From an optimization exercise on the open Yosys and OpenROAD flow, aimed at a short achievable clock period, few clock cycles per item and low power; shortcuts taken in it are not production practice. RTL that was checked went through simulation tests only; none was proved equivalent to the original. For run 2, only the layout was checked, not whether the RTL still works. No activity file was given, so power comes from the tool's default toggle rates.

## flow/design.v (module list and top-level ports; edited modules follow where they fit)
// module fp_round: 91 lines
// module fmul_pipe: 1796 lines
module fmul_pipe
#(
    parameter int EXP   = 8,
    parameter int FRAC  = 23,
    parameter int WIDTH = EXP + FRAC + 1
) (
    input  logic              clk,
    input  logic              rst,
    input  logic              in_valid,
    output logic              in_ready,
    input  logic [WIDTH-1:0]  a,
    input  logic [WIDTH-1:0]  b,
    input  logic [1:0]        round_mode,
    output logic              out_valid,
    input  logic              out_ready,
    output logic [WIDTH-1:0]  r,
    output logic [NFLAGS-1:0] flags
);
  // ...
==> flow/run.sh <==
#!/bin/bash
# synth_recipe.tcl (not shown) runs the flow's synth.tcl, then flattens the netlist and writes it again
# the make line also repeats each setting of config.mk as NAME=value (left out here)
make -C /OpenROAD-flow-scripts/flow DESIGN_CONFIG=/design/flow/config.mk WORK_HOME=/design/flow/orfs CLKGATE_MAP_FILE= SYNTH_SCRIPT=/design/flow/synth_recipe.tcl finish
==> flow/config.mk <==
export PLATFORM = sky130hd
export DESIGN_NAME = fmul_pipe
export DESIGN_NICKNAME = fmul_pipe
export VERILOG_FILES = /design/flow/design.v
export SDC_FILE = /design/flow/constraint.sdc
export NUM_CORES = 4
export LEC_CHECK = 0
export CAP_MARGIN = 20
export CORE_MARGIN = 2
export CORE_UTILIZATION = 40
export SETUP_SLACK_MARGIN = 4.5
export SLEW_MARGIN = 20
==> flow/constraint.sdc <==
create_clock -name core_clock -period 8.0 [get_ports {clk}]
set_input_delay 1.6000 -clock core_clock [delete_from_list [all_inputs] [get_ports {clk}]]
set_output_delay 1.6000 -clock core_clock [all_outputs]
set_load 0.01 [all_outputs]
==> results.json, run 1 <==
{
  "timing.hold.worst.start": "spec_E",
  "power_total_mw": 13.2,
  "first_global_vias": 26961,
  "status": "complete, no violations",
  "aggregate_negative_setup_slack_ns": 0,
  "floorplan.core_area_um2": 88000,
  "grt_first_pass_wirelength_mm": 160,
  "detail_route.iter0.violations": 2041,
  "worst_path_largest_cell_delay_ns": 0.53,
  "globalRouteTotalUtil": 0.232,
  "timing.critical_path.cells": "nand2_1 -> fa_1 -> inv_1 -> fa_1 -> inv_1 -> fa_1 -> inv_1 -> fa_2 -> inv_2 -> fa_2 -> fa_1 -> inv_1 -> fa_2",
  "routed-via-count": 26051,
  "worst-slew-pin-transition_ns": 0.929,
  "cp_max_fo": 9,
  "static-leakage-power_nw": 19.1,
  "finalWeightedCongestion": 0.903,
  "post-route-drc-count": 0,
  "n_multi_input_combinational_cell": 2274,
  "comb_power_share": 0.553,
  "post-synth-top-area-fraction": 0.278,
  "holdCritPathClass": "register to register",
  "largest_register_ff_count": 144,
  "clock_network_fraction_of_design_power": 0.164,
  "layout_setup_ws_ns": 3.65,
  "dpl-instance-area_um2": 38100,
  "cts.repair.resized": 342,
  "routed_via_density": 5.23,
  "seq_area_um2": 10500,
  "row_count": 109,
  "fp.dieH_um": 301,
  "sequentialPowerShare": 0.283,
  "timing.critical_path.from_type": "register",
  "design.seq.count": 421,
  "layout.nets": 4473,
  "p_per_area_nw_per_um2": 308,
  "crit-reg2reg-launch": "xa_B[3]",
  "initial_core_util": 0.402
}
Testbench counts, summed over its fixed seeds: cycles 32,032, items 32,000.
==> run 2, diff against run 1 <==
--- a/flow/design.v
+++ b/flow/design.v
@@ -1827,18 +1827,317 @@
     logic spec_E;
     always_ff @(posedge clk) spec_E <= spec_B;
     logic nan_E;
     always_ff @(posedge clk) nan_E <= nan_B;
     logic inf_E;
     always_ff @(posedge clk) inf_E <= inf_B;
     logic [9:0] e0_E;
     always_ff @(posedge clk) e0_E <= e0_B;
+    logic [47:0] bg0, bp0;
+    assign bg0 = r0_E & r1_E;
+    assign bp0 = r0_E ^ r1_E;
+    logic bkg1, bkp1;
+    assign bkg1 = bg0[1] | (bp0[1] & bg0[0]);
+    assign bkp1 = bp0[1] & bp0[0];
+    logic bkg2, bkp2;
+    assign bkg2 = bg0[3] | (bp0[3] & bg0[2]);
+    assign bkp2 = bp0[3] & bp0[2];
+    logic bkg3, bkp3;
+    assign bkg3 = bg0[5] | (bp0[5] & bg0[4]);
+    assign bkp3 = bp0[5] & bp0[4];
+    logic bkg4, bkp4;
+    assign bkg4 = bg0[7] | (bp0[7] & bg0[6]);
+    assign bkp4 = bp0[7] & bp0[6];
+    logic bkg5, bkp5;
+    assign bkg5 = bg0[9] | (bp0[9] & bg0[8]);
+    assign bkp5 = bp0[9] & bp0[8];
+    logic bkg6, bkp6;
+    assign bkg6 = bg0[11] | (bp0[11] & bg0[10]);
+    assign bkp6 = bp0[11] & bp0[10];
+    logic bkg7, bkp7;
+    assign bkg7 = bg0[13] | (bp0[13] & bg0[12]);
+    assign bkp7 = bp0[13] & bp0[12];
+    logic bkg8, bkp8;
+    assign bkg8 = bg0[15] | (bp0[15] & bg0[14]);
+    assign bkp8 = bp0[15] & bp0[14];
+    logic bkg9, bkp9;
+    assign bkg9 = bg0[17] | (bp0[17] & bg0[16]);
+    assign bkp9 = bp0[17] & bp0[16];
+    logic bkg10, bkp10;
+    assign bkg10 = bg0[19] | (bp0[19] & bg0[18]);
+    assign bkp10 = bp0[19] & bp0[18];
+    logic bkg11, bkp11;
+    assign bkg11 = bg0[21] | (bp0[21] & bg0[20]);
+    assign bkp11 = bp0[21] & bp0[20];
+    logic bkg12, bkp12;
+    assign bkg12 = bg0[23] | (bp0[23] & bg0[22]);
+    assign bkp12 = bp0[23] & bp0[22];
+    logic bkg13, bkp13;
+    assign bkg13 = bg0[25] | (bp0[25] & bg0[24]);
+    assign bkp13 = bp0[25] & bp0[24];
+    logic bkg14, bkp14;
+    assign bkg14 = bg0[27] | (bp0[27] & bg0[26]);
+    assign bkp14 = bp0[27] & bp0[26];
+    logic bkg15, bkp15;
+    assign bkg15 = bg0[29] | (bp0[29] & bg0[28]);
+    assign bkp15 = bp0[29] & bp0[28];
+    logic bkg16, bkp16;
+    assign bkg16 = bg0[31] | (bp0[31] & bg0[30]);
+    assign bkp16 = bp0[31] & bp0[30];
+    logic bkg17, bkp17;
+    assign bkg17 = bg0[33] | (bp0[33] & bg0[32]);
+    assign bkp17 = bp0[33] & bp0[32];
+    logic bkg18, bkp18;
+    assign bkg18 = bg0[35] | (bp0[35] & bg0[34]);
+    assign bkp18 = bp0[35] & bp0[34];
+    logic bkg19, bkp19;
+    assign bkg19 = bg0[37] | (bp0[37] & bg0[36]);
+    assign bkp19 = bp0[37] & bp0[36];
+    logic bkg20, bkp20;
+    assign bkg20 = bg0[39] | (bp0[39] & bg0[38]);
+    assign bkp20 = bp0[39] & bp0[38];
+    logic bkg21, bkp21;
+    assign bkg21 = bg0[41] | (bp0[41] & bg0[40]);
+    assign bkp21 = bp0[41] & bp0[40];
+    logic bkg22, bkp22;
+    assign bkg22 = bg0[43] | (bp0[43] & bg0[42]);
+    assign bkp22 = bp0[43] & bp0[42];
+    logic bkg23, bkp23;
+    assign bkg23 = bg0[45] | (bp0[45] & bg0[44]);
+    assign bkp23 = bp0[45] & bp0[44];
+    logic bkg24, bkp24;
+    assign bkg24 = bkg2 | (bkp2 & bkg1);
+    assign bkp24 = bkp2 & bkp1;
+    logic bkg25, bkp25;
+    assign bkg25 = bkg4 | (bkp4 & bkg3);
+    assign bkp25 = bkp4 & bkp3;
+    logic bkg26, bkp26;
+    assign bkg26 = bkg6 | (bkp6 & bkg5);
+    assign bkp26 = bkp6 & bkp5;
+    logic bkg27, bkp27;
+    assign bkg27 = bkg8 | (bkp8 & bkg7);
+    assign bkp27 = bkp8 & bkp7;
+    logic bkg28, bkp28;
+    assign bkg28 = bkg10 | (bkp10 & bkg9);
+    assign bkp28 = bkp10 & bkp9;
+    logic bkg29, bkp29;
+    assign bkg29 = bkg12 | (bkp12 & bkg11);
+    assign bkp29 = bkp12 & bkp11;
+    logic bkg30, bkp30;
+    assign bkg30 = bkg14 | (bkp14 & bkg13);
+    assign bkp30 = bkp14 & bkp13;
+    logic bkg31, bkp31;
+    assign bkg31 = bkg16 | (bkp16 & bkg15);
+    assign bkp31 = bkp16 & bkp15;
+    logic bkg32, bkp32;
+    assign bkg32 = bkg18 | (bkp18 & bkg17);
+    assign bkp32 = bkp18 & bkp17;
+    logic bkg33, bkp33;
+    assign bkg33 = bkg20 | (bkp20 & bkg19);
+    assign bkp33 = bkp20 & bkp19;
+    logic bkg34, bkp34;
+    assign bkg34 = bkg22 | (bkp22 & bkg21);
+    assign bkp34 = bkp22 & bkp21;
+    logic bkg35, bkp35;
+    assign bkg35 = bkg25 | (bkp25 & bkg24);
+    assign bkp35 = bkp25 & bkp24;
+    logic bkg36, bkp36;
+    assign bkg36 = bkg27 | (bkp27 & bkg26);
+    assign bkp36 = bkp27 & bkp26;
+    logic bkg37, bkp37;
+    assign bkg37 = bkg29 | (bkp29 & bkg28);
+    assign bkp37 = bkp29 & bkp28;
+    logic bkg38, bkp38;
+    assign bkg38 = bkg31 | (bkp31 & bkg30);
+    assign bkp38 = bkp31 & bkp30;
+    logic bkg39, bkp39;
+    assign bkg39 = bkg33 | (bkp33 & bkg32);
+    assign bkp39 = bkp33 & bkp32;
+    logic bkg40, bkp40;
+    assign bkg40 = bkg36 | (bkp36 & bkg35);
+    assign bkp40 = bkp36 & bkp35;
+    logic bkg41, bkp41;
+    assign bkg41 = bkg38 | (bkp38 & bkg37);
+    assign bkp41 = bkp38 & bkp37;
+    logic bkg42, bkp42;
+    assign bkg42 = bkg41 | (bkp41 & bkg40);
+    assign bkp42 = bkp41 & bkp40;
+    logic bkg43, bkp43;
+    assign bkg43 = bkg37 | (bkp37 & bkg40);
+    assign bkp43 = bkp37 & bkp40;
+    logic bkg44, bkp44;
+    assign bkg44 = bkg39 | (bkp39 & bkg42);
+    assign bkp44 = bkp39 & bkp42;
+    logic bkg45, bkp45;
+    assign bkg45 = bkg26 | (bkp26 & bkg35);
+    assign bkp45 = bkp26 & bkp35;
+    logic bkg46, bkp46;
+    assign bkg46 = bkg28 | (bkp28 & bkg40);
+    assign bkp46 = bkp28 & bkp40;
+    logic bkg47, bkp47;
+    assign bkg47 = bkg30 | (bkp30 & bkg43);
+    assign bkp47 = bkp30 & bkp43;
+    logic bkg48, bkp48;
+    assign bkg48 = bkg32 | (bkp32 & bkg42);
+    assign bkp48 = bkp32 & bkp42;
+    logic bkg49, bkp49;
+    assign bkg49 = bkg34 | (bkp34 & bkg44);
+    assign bkp49 = bkp34 & bkp44;
+    logic bkg50, bkp50;
+    assign bkg50 = bkg3 | (bkp3 & bkg24);
+    assign bkp50 = bkp3 & bkp24;
+    logic bkg51, bkp51;
+    assign bkg51 = bkg5 | (bkp5 & bkg35);
+    assign bkp51 = bkp5 & bkp35;
+    logic bkg52, bkp52;
+    assign bkg52 = bkg7 | (bkp7 & bkg45);
+    assign bkp52 = bkp7 & bkp45;
+    logic bkg53, bkp53;
+    assign bkg53 = bkg9 | (bkp9 & bkg40);
+    assign bkp53 = bkp9 & bkp40;
+    logic bkg54, bkp54;
+    assign bkg54 = bkg11 | (bkp11 & bkg46);
+    assign bkp54 = bkp11 & bkp46;
+    logic bkg55, bkp55;
+    assign bkg55 = bkg13 | (bkp13 & bkg43);
+    assign bkp55 = bkp13 & bkp43;
+    logic bkg56, bkp56;
+    assign bkg56 = bkg15 | (bkp15 & bkg47);
+    assign bkp56 = bkp15 & bkp47;
+    logic bkg57, bkp57;
+    assign bkg57 = bkg17 | (bkp17 & bkg42);
+    assign bkp57 = bkp17 & bkp42;
+    logic bkg58, bkp58;
+    assign bkg58 = bkg19 | (bkp19 & bkg48);
+    assign bkp58 = bkp19 & bkp48;
+    logic bkg59, bkp59;
+    assign bkg59 = bkg21 | (bkp21 & bkg44);
+    assign bkp59 = bkp21 & bkp44;
+    logic bkg60, bkp60;
+    assign bkg60 = bkg23 | (bkp23 & bkg49);
+    assign bkp60 = bkp23 & bkp49;
+    logic bkg61, bkp61;
+    assign bkg61 = bg0[2] | (bp0[2] & bkg1);
+    assign bkp61 = bp0[2] & bkp1;
+    logic bkg62, bkp62;
+    assign bkg62 = bg0[4] | (bp0[4] & bkg24);
+    assign bkp62 = bp0[4] & bkp24;
+    logic bkg63, bkp63;
+    assign bkg63 = bg0[6] | (bp0[6] & bkg50);
+    assign bkp63 = bp0[6] & bkp50;
+    logic bkg64, bkp64;
+    assign bkg64 = bg0[8] | (bp0[8] & bkg35);
+    assign bkp64 = bp0[8] & bkp35;
+    logic bkg65, bkp65;
+    assign bkg65 = bg0[10] | (bp0[10] & bkg51);
+    assign bkp65 = bp0[10] & bkp51;
+    logic bkg66, bkp66;
+    assign bkg66 = bg0[12] | (bp0[12] & bkg45);
+    assign bkp66 = bp0[12] & bkp45;
+    logic bkg67, bkp67;
+    assign bkg67 = bg0[14] | (bp0[14] & bkg52);
+    assign bkp67 = bp0[14] & bkp52;
+    logic bkg68, bkp68;
+    assign bkg68 = bg0[16] | (bp0[16] & bkg40);
+    assign bkp68 = bp0[16] & bkp40;
+    logic bkg69, bkp69;
+    assign bkg69 = bg0[18] | (bp0[18] & bkg53);
+    assign bkp69 = bp0[18] & bkp53;
+    logic bkg70, bkp70;
+    assign bkg70 = bg0[20] | (bp0[20] & bkg46);
+    assign bkp70 = bp0[20] & bkp46;
+    logic bkg71, bkp71;
+    assign bkg71 = bg0[22] | (bp0[22] & bkg54);
+    assign bkp71 = bp0[22] & bkp54;
+    logic bkg72, bkp72;
+    assign bkg72 = bg0[24] | (bp0[24] & bkg43);
+    assign bkp72 = bp0[24] & bkp43;
+    logic bkg73, bkp73;
+    assign bkg73 = bg0[26] | (bp0[26] & bkg55);
+    assign bkp73 = bp0[26] & bkp55;
+    logic bkg74, bkp74;
+    assign bkg74 = bg0[28] | (bp0[28] & bkg47);
+    assign bkp74 = bp0[28] & bkp47;
+    logic bkg75, bkp75;
+    assign bkg75 = bg0[30] | (bp0[30] & bkg56);
+    assign bkp75 = bp0[30] & bkp56;
+    logic bkg76, bkp76;
+    assign bkg76 = bg0[32] | (bp0[32] & bkg42);
+    assign bkp76 = bp0[32] & bkp42;
+    logic bkg77, bkp77;
+    assign bkg77 = bg0[34] | (bp0[34] & bkg57);
+    assign bkp77 = bp0[34] & bkp57;
+    logic bkg78, bkp78;
+    assign bkg78 = bg0[36] | (bp0[36] & bkg48);
+    assign bkp78 = bp0[36] & bkp48;
+    logic bkg79, bkp79;
+    assign bkg79 = bg0[38] | (bp0[38] & bkg58);
+    assign bkp79 = bp0[38] & bkp58;
+    logic bkg80, bkp80;
+    assign bkg80 = bg0[40] | (bp0[40] & bkg44);
+    assign bkp80 = bp0[40] & bkp44;
+    logic bkg81, bkp81;
+    assign bkg81 = bg0[42] | (bp0[42] & bkg59);
+    assign bkp81 = bp0[42] & bkp59;
+    logic bkg82, bkp82;
+    assign bkg82 = bg0[44] | (bp0[44] & bkg49);
+    assign bkp82 = bp0[44] & bkp49;
+    logic bkg83, bkp83;
+    assign bkg83 = bg0[46] | (bp0[46] & bkg60);
+    assign bkp83 = bp0[46] & bkp60;
     logic [47:0] prod;
-    assign prod = r0_E + r1_E;
+    assign prod[21] = bp0[21] ^ bkg70;
+    assign prod[22] = bp0[22] ^ bkg54;
+    assign prod[23] = bp0[23] ^ bkg71;
+    assign prod[24] = bp0[24] ^ bkg43;
+    assign prod[25] = bp0[25] ^ bkg72;
+    assign prod[26] = bp0[26] ^ bkg55;
+    assign prod[27] = bp0[27] ^ bkg73;
+    assign prod[28] = bp0[28] ^ bkg47;
+    assign prod[29] = bp0[29] ^ bkg74;
+    assign prod[30] = bp0[30] ^ bkg56;
+    assign prod[31] = bp0[31] ^ bkg75;
+    assign prod[32] = bp0[32] ^ bkg42;
+    assign prod[33] = bp0[33] ^ bkg76;
+    assign prod[34] = bp0[34] ^ bkg57;
+    assign prod[35] = bp0[35] ^ bkg77;
+    assign prod[36] = bp0[36] ^ bkg48;
+    assign prod[37] = bp0[37] ^ bkg78;
+    assign prod[38] = bp0[38] ^ bkg58;
+    assign prod[39] = bp0[39] ^ bkg79;
+    assign prod[40] = bp0[40] ^ bkg44;
+    assign prod[41] = bp0[41] ^ bkg80;
+    assign prod[42] = bp0[42] ^ bkg59;
+    assign prod[43] = bp0[43] ^ bkg81;
+    assign prod[44] = bp0[44] ^ bkg49;
+    assign prod[45] = bp0[45] ^ bkg82;
+    assign prod[46] = bp0[46] ^ bkg60;
+    assign prod[47] = bp0[47] ^ bkg83;
+    assign prod[0] = 1'b0;
+    assign prod[1] = 1'b0;
+    assign prod[2] = 1'b0;
+    assign prod[3] = 1'b0;
+    assign prod[4] = 1'b0;
+    assign prod[5] = 1'b0;
+    assign prod[6] = 1'b0;
+    assign prod[7] = 1'b0;
+    assign prod[8] = 1'b0;
+    assign prod[9] = 1'b0;
+    assign prod[10] = 1'b0;
+    assign prod[11] = 1'b0;
+    assign prod[12] = 1'b0;
+    assign prod[13] = 1'b0;
+    assign prod[14] = 1'b0;
+    assign prod[15] = 1'b0;
+    assign prod[16] = 1'b0;
+    assign prod[17] = 1'b0;
+    assign prod[18] = 1'b0;
+    assign prod[19] = 1'b0;
+    assign prod[20] = 1'b0;
     logic [20:0] zx, zo;
     assign zx = r0_E[20:0] ^ r1_E[20:0];
     assign zo = {r0_E[19:0] | r1_E[19:0], 1'b0};
     logic v2;
     always_ff @(posedge clk or posedge rst)
         if (rst) v2 <= 1'b0;
         else v2 <= v1;
     logic sgn_F;
@@ -1865,28 +2164,29 @@
         .i_sign(sgn_F), .i_rne(rne_F), .i_dirup(dirup_F),
         .i_spec(spec_F), .i_nan(nan_F), .i_inf(inf_F),
         .i_e0(e0_F),
         .i_p(p_F), .i_stl(stl_F),
         .o_res(x_r), .o_flags(x_f));
     localparam int NB = 4;
     localparam int K  = NB + 1;
     logic        hv;
-    logic [36:0] h_q;
+    logic [36:0] h_q, xw;
     logic [36:0] bq [NB];
     logic [2:0]  bcnt, rp, wp, cnt;
     logic        pop, push, hfree, bemp, bwr, brd;
     logic [2:0]  cnt_n;
     assign pop   = hv & out_ready;
     assign push  = v2;
     assign hfree = ~hv | pop;
     assign bemp  = (bcnt == 3'd0);
     assign brd   = hfree & ~bemp;
     assign bwr   = push & ~(hfree & bemp);
     assign cnt_n = cnt + 3'(acc) - 3'(pop);
+    assign xw    = {x_r, x_f} & {37{bwr}};
     always_ff @(posedge clk or posedge rst) begin
         if (rst) begin
             hv       <= 1'b0;
             bcnt     <= 3'd0;
             rp       <= 3'd0;
             wp       <= 3'd0;
             cnt      <= 3'd0;
             in_ready <= 1'b1;
@@ -1897,14 +2197,14 @@
             if (bwr) wp <= (wp == 3'(NB - 1)) ? 3'd0 : wp + 3'd1;
             cnt      <= cnt_n;
             in_ready <= (cnt_n < 3'(K));
         end
     end
     always_ff @(posedge clk) begin
         if (hfree) h_q <= bemp ? {x_r, x_f} : bq[rp];
         for (int i = 0; i < NB; i++)
-            if (bwr && wp == 3'(i)) bq[i] <= {x_r, x_f};
+            if (bwr && wp == 3'(i)) bq[i] <= xw;
     end
     assign out_valid = hv;
     assign r         = h_q[36:5];
     assign flags     = h_q[4:0];
 endmodule
==> results.json, run 2 <==
{
  "status": "complete, no violations",
  "power_total_mw": 12.7,
  "cp_max_fo": 5,
  "max_freq_ghz": 0.228,
  "post-synth-top-area-fraction": 0.288,
  "netlist_top_cells_count": "sky130_fd_sc_hd__inv_1, sky130_fd_sc_hd__fa_1, sky130_fd_sc_hd__and2_1",
  "clock_network_fraction_of_design_power": 0.175,
  "floorplan.core_area_um2": 86600,
  "synth.net_count": 4221,
  "hold-worst-slack_ns": 0.324,
  "depth_of_the_worst_register_to_register_path": 14,
  "finalWeightedCongestion": 0.869,
  "synth.yosys.warnings": 3,
  "die_area_um2": 89800,
  "worst_path_largest_cell_delay_ns": 0.54,
  "number_of_pins_exceeding_their_max_slew_limit_in_the_final_report": 0,
  "grt_setup_unrepaired": "true",
  "final_min_period_over_clock_period": 0.547,
  "timing.critical_path.from_type": "register",
  "worst_setup_slack_for_register_to_register_paths_ns": 3.62,
  "htree_num_levels": 2,
  "io_buffer_count": 107,
  "final_design_area_no_fill_um2": 42600,
  "path_common_cell": "sky130_fd_sc_hd__fa_1",
  "hpwl_mm": 62.7,
  "cts.sinks": 421,
  "synth.lib_cells_used.distinct": 85,
  "critical-path-slowest-cell": "sky130_fd_sc_hd__fa_1",
  "finClkSkew_ns": 0.0156,
  "fp.dieH_um": 300,
  "synth_area_leader_cell": "sky130_fd_sc_hd__fa_1",
  "syn_area_per_cell_um2": 9.96,
  "ys_seq_area_frac": 0.295,
  "critical_path.endpoint_type": "register",
  "synth-edff-count": 180,
  "row_count": 108,
  "largest_register_ff_count": 144,
  "timing.setup.critical_path_class": "register to register",
  "aggregate_negative_setup_slack_ns": 0,
  "die_width_um": 300,
  "layout_common_cells": "sky130_fd_sc_hd__inv_1, sky130_fd_sc_hd__fa_1, sky130_fd_sc_hd__and2_1",
  "regMostFlops": "bq",
  "place.detailed.instances": 4623,
  "routed_wl_mm": 102,
  "multiInputGateArea_um2": 22700,
  "asyncSetResetFlopFracSynth": 0.0404,
  "p_int_mw": 7.35,
  "routed-via-count": 25526,
  "detail_route.iter0.violations": 1973,
  "layout.filler_cells": 7879,
  "p_per_area_nw_per_um2": 299,
  "cp_top_family": "adder cells",
  "globalRouteTotalUtil": 0.228,
  "cts_tree": "built",
  "max-clock-path-buffers": 3,
  "worst_setup_path_startpoint": "xa_B[5]",
  "grt_overflow": 0,
  "layout.nets": 4434,
  "finalCriticalPeriod_ns": 4.38,
  "seq_area_um2": 10400,
  "dpl-instance-area_um2": 37500,
  "area_growth_syn_to_layout_pct": 21.9,
  "sequentialPowerShare": 0.279,
  "maxSlewHeadroom": 0.536,
  "comb_power_share": 0.546,
  "crit-reg2reg-launch": "xa_B[5]",
  "holdCritPathClass": "register to register",
  "switching_share": 0.423,
  "ys_seq_elements": 421,
  "syn-cell-area_um2": 35000,
  "first_global_vias": 26514,
  "initial_core_util": 0.404,
  "regToRegEndpoint": "r1_E[25]",
  "synth.most_common_cell": "sky130_fd_sc_hd__inv_1",
  "number_of_antenna_violations_at_the_first_check_in_global_routing": 9,
  "synth-main-ff-cell": "sky130_fd_sc_hd__dfxtp_1",
  "layout.cells.most_common": "sky130_fd_sc_hd__inv_1",
  "cp.arrival_ns": 4.90,
  "post_layout_nonfiller_instances": 4915,
  "grt_start_max_net_pins": 59,
  "layout.core_utilization": 0.492,
  "max_cap_violations": 0,
  "worst-path-buf-inv": 6,
  "grt_first_pass_wirelength_mm": 156,
  "setup_violations": 0,
  "static-leakage-power_nw": 18.8,
  "largestRegisters": "bq: 144 flops, r0_E: 47 flops, r1_E: 45 flops",
  "clk_latency_ns": 0.58,
  "routedWlPerCell_um": 20.7,
  "synthesis.instances": 3509,
  "drt-pass1-iter-count": 7,
  "timing.critical_path.cells": "buf_12 -> buf_12 -> and2_4 -> fa_1 -> inv_1 -> fa_1 -> fa_1 -> inv_2 -> fa_2 -> inv_2 -> fa_2 -> fa_1 -> inv_2 -> fa_2",
  "route.antenna.remaining_nets": 0,
  "yosys-top-cells-area": "sky130_fd_sc_hd__fa_1, sky130_fd_sc_hd__edfxtp_1, sky130_fd_sc_hd__dfxtp_1",
  "cp.depth": 14,
  "switching_power_mw": 5.39,
  "worst-slew-pin-transition_ns": 0.694,
  "clk_pin_slew_worst_paths_ns": 0.06,
  "routed_via_density": 5.19,
  "place_worst_setup_slack_ns": 2.77,
  "numCtsBuffers": 45,
  "layout-drive-gt1-share": 0.225,
  "cp-endpoint": "r1_E[25]",
  "crit_required_ns": 8.53,
  "timing_hold_violations_final": 0,
  "clock-root-buffer": "sky130_fd_sc_hd__clkbuf_16",
  "layout_setup_ws_ns": 3.62,
  "power.ir.vdd_worst_uv": 282,
  "post-route-drc-count": 0,
  "ios": 109
}
==> run 2: cell types whose count changed after synthesis, sizes merged, moves of 10 or more <==
| cell | change |
|---|---|
| a21o | -34 |
| mux2i | +34 |
| o211a | -30 |
| nand2 | -22 |
| o211ai | +22 |
| fa | +12 |
| mux2 | -12 |
| nor3 | -12 |
| nand3 | -11 |
| a21oi | -10 |
| and3 | +10 |
| xnor2 | -10 |
==> run 2: worst min-delay path by stage <==
stage / end / from / cells past startpoint
after floorplan: dirup_E / dirup_B / 0
after global placement: rne_F / rne_E / 0
after detailed placement: dirup_E / dirup_B / 0
after CTS: rne_E / rne_B / 0
after global routing: sgn_E / sgn_B / 0
final: sgn_E / sgn_B / 0
==> run 2: area by class of cell <==
| cell class | instances | area share |
|---|---|---|
| Multi-Input combinational cell | 2198 | 0.534 |
| Sequential cell | 421 | 0.245 |
| Timing Repair Buffer | 347 | 0.0857 |
| Inverter | 709 | 0.0635 |
| Tap cell | 1155 | 0.0339 |
| Clock buffer | 52 | 0.0288 |
| Clock inverter | 30 | 0.00869 |
| Antenna cell | 3 | 0.000176 |
==> run 2: worst reg2reg max path: cells and delay by family (launching register included) <==
family | cells | cell delay [ns]
buffers and inverters | 6 | 0.48
AND/OR/NAND/NOR | 1 | 0.13
flip-flops | 1 | 0.35
adder cells (fa/ha/maj) | 7 | 3.37
==> run 2: kinds of logic after synthesis <==
group,share of synthesized area
AO/OA/AOI/OAI,0.0790
XOR/XNOR,0.0190
adder cells (fa/ha/maj),0.338
buffers and inverters,0.0971
flip-flops,0.295
multiplexers,0.0286
other,0.000107
AND/OR/NAND/NOR,0.143
==> run 2: power by group through the flow <==
stage / sequential [mW] / combinational, mW / clock, mW
after floorplan: 3.49 / 4.45 / 0
after global placement: 3.63 / 6.37 / 0
after detailed placement: 3.64 / 6.51 / 0
after CTS: 3.56 / 6.79 / 2.27
after global routing: 3.63 / 8.01 / 2.35
final: 3.56 / 6.96 / 2.23
==> run 2: layer usage <==
metal | global-route usage | vias to the layer above | share of wire
met5 | 0 | - | 0.00035
met4 | 0.0761 | 6 | 0.040
met3 | 0.0344 | 250 | 0.078
met2 | 0.379 | 1047 | 0.46
met1 | 0.305 | 12761 | 0.42
li1 | - | 11462 | -
==> run 2: repair_timing <==
| item | in CTS | in global routing |
|---|---|---|
| cloned | 12 | 2 |
| hold buffers | 0 | 0 |
| resized for setup | 389 | 299 |
| endpoints found under the setup margin | 262 | 266 |
| pin swaps | 82 | 126 |
| setup buffers | 141 | 52 |

## afterwards: timing with drivers on the ports
No port has a modelled driver above. Below, the same layouts with a new extraction and two added sets of constraints. Step 1: set_driving_cell puts a clkbuf_16 on clk and a buf_2 on each other input, an assumption about the parent block. Step 2 adds t to the input delays and takes it off the output delays; t is the mean of the earliest and latest rising clock arrival at the registers after step 1. Input paths then give back, and output paths get back, about the clock's delay inside the block. Three values: ideal, step 1, step 2; two values: the first two.
run | t (ns) | setup slack, ns | clock arrival spread, ns | cell pins on the clock port's net
run 1 | 0.653 | 3.654 / 3.654 / 3.654 | 0.033 / 0.033 | 1
run 2 | 0.641 | 3.622 / 3.622 / 3.622 | 0.016 / 0.016 | 1
After both steps every run listed still meets setup and hold.
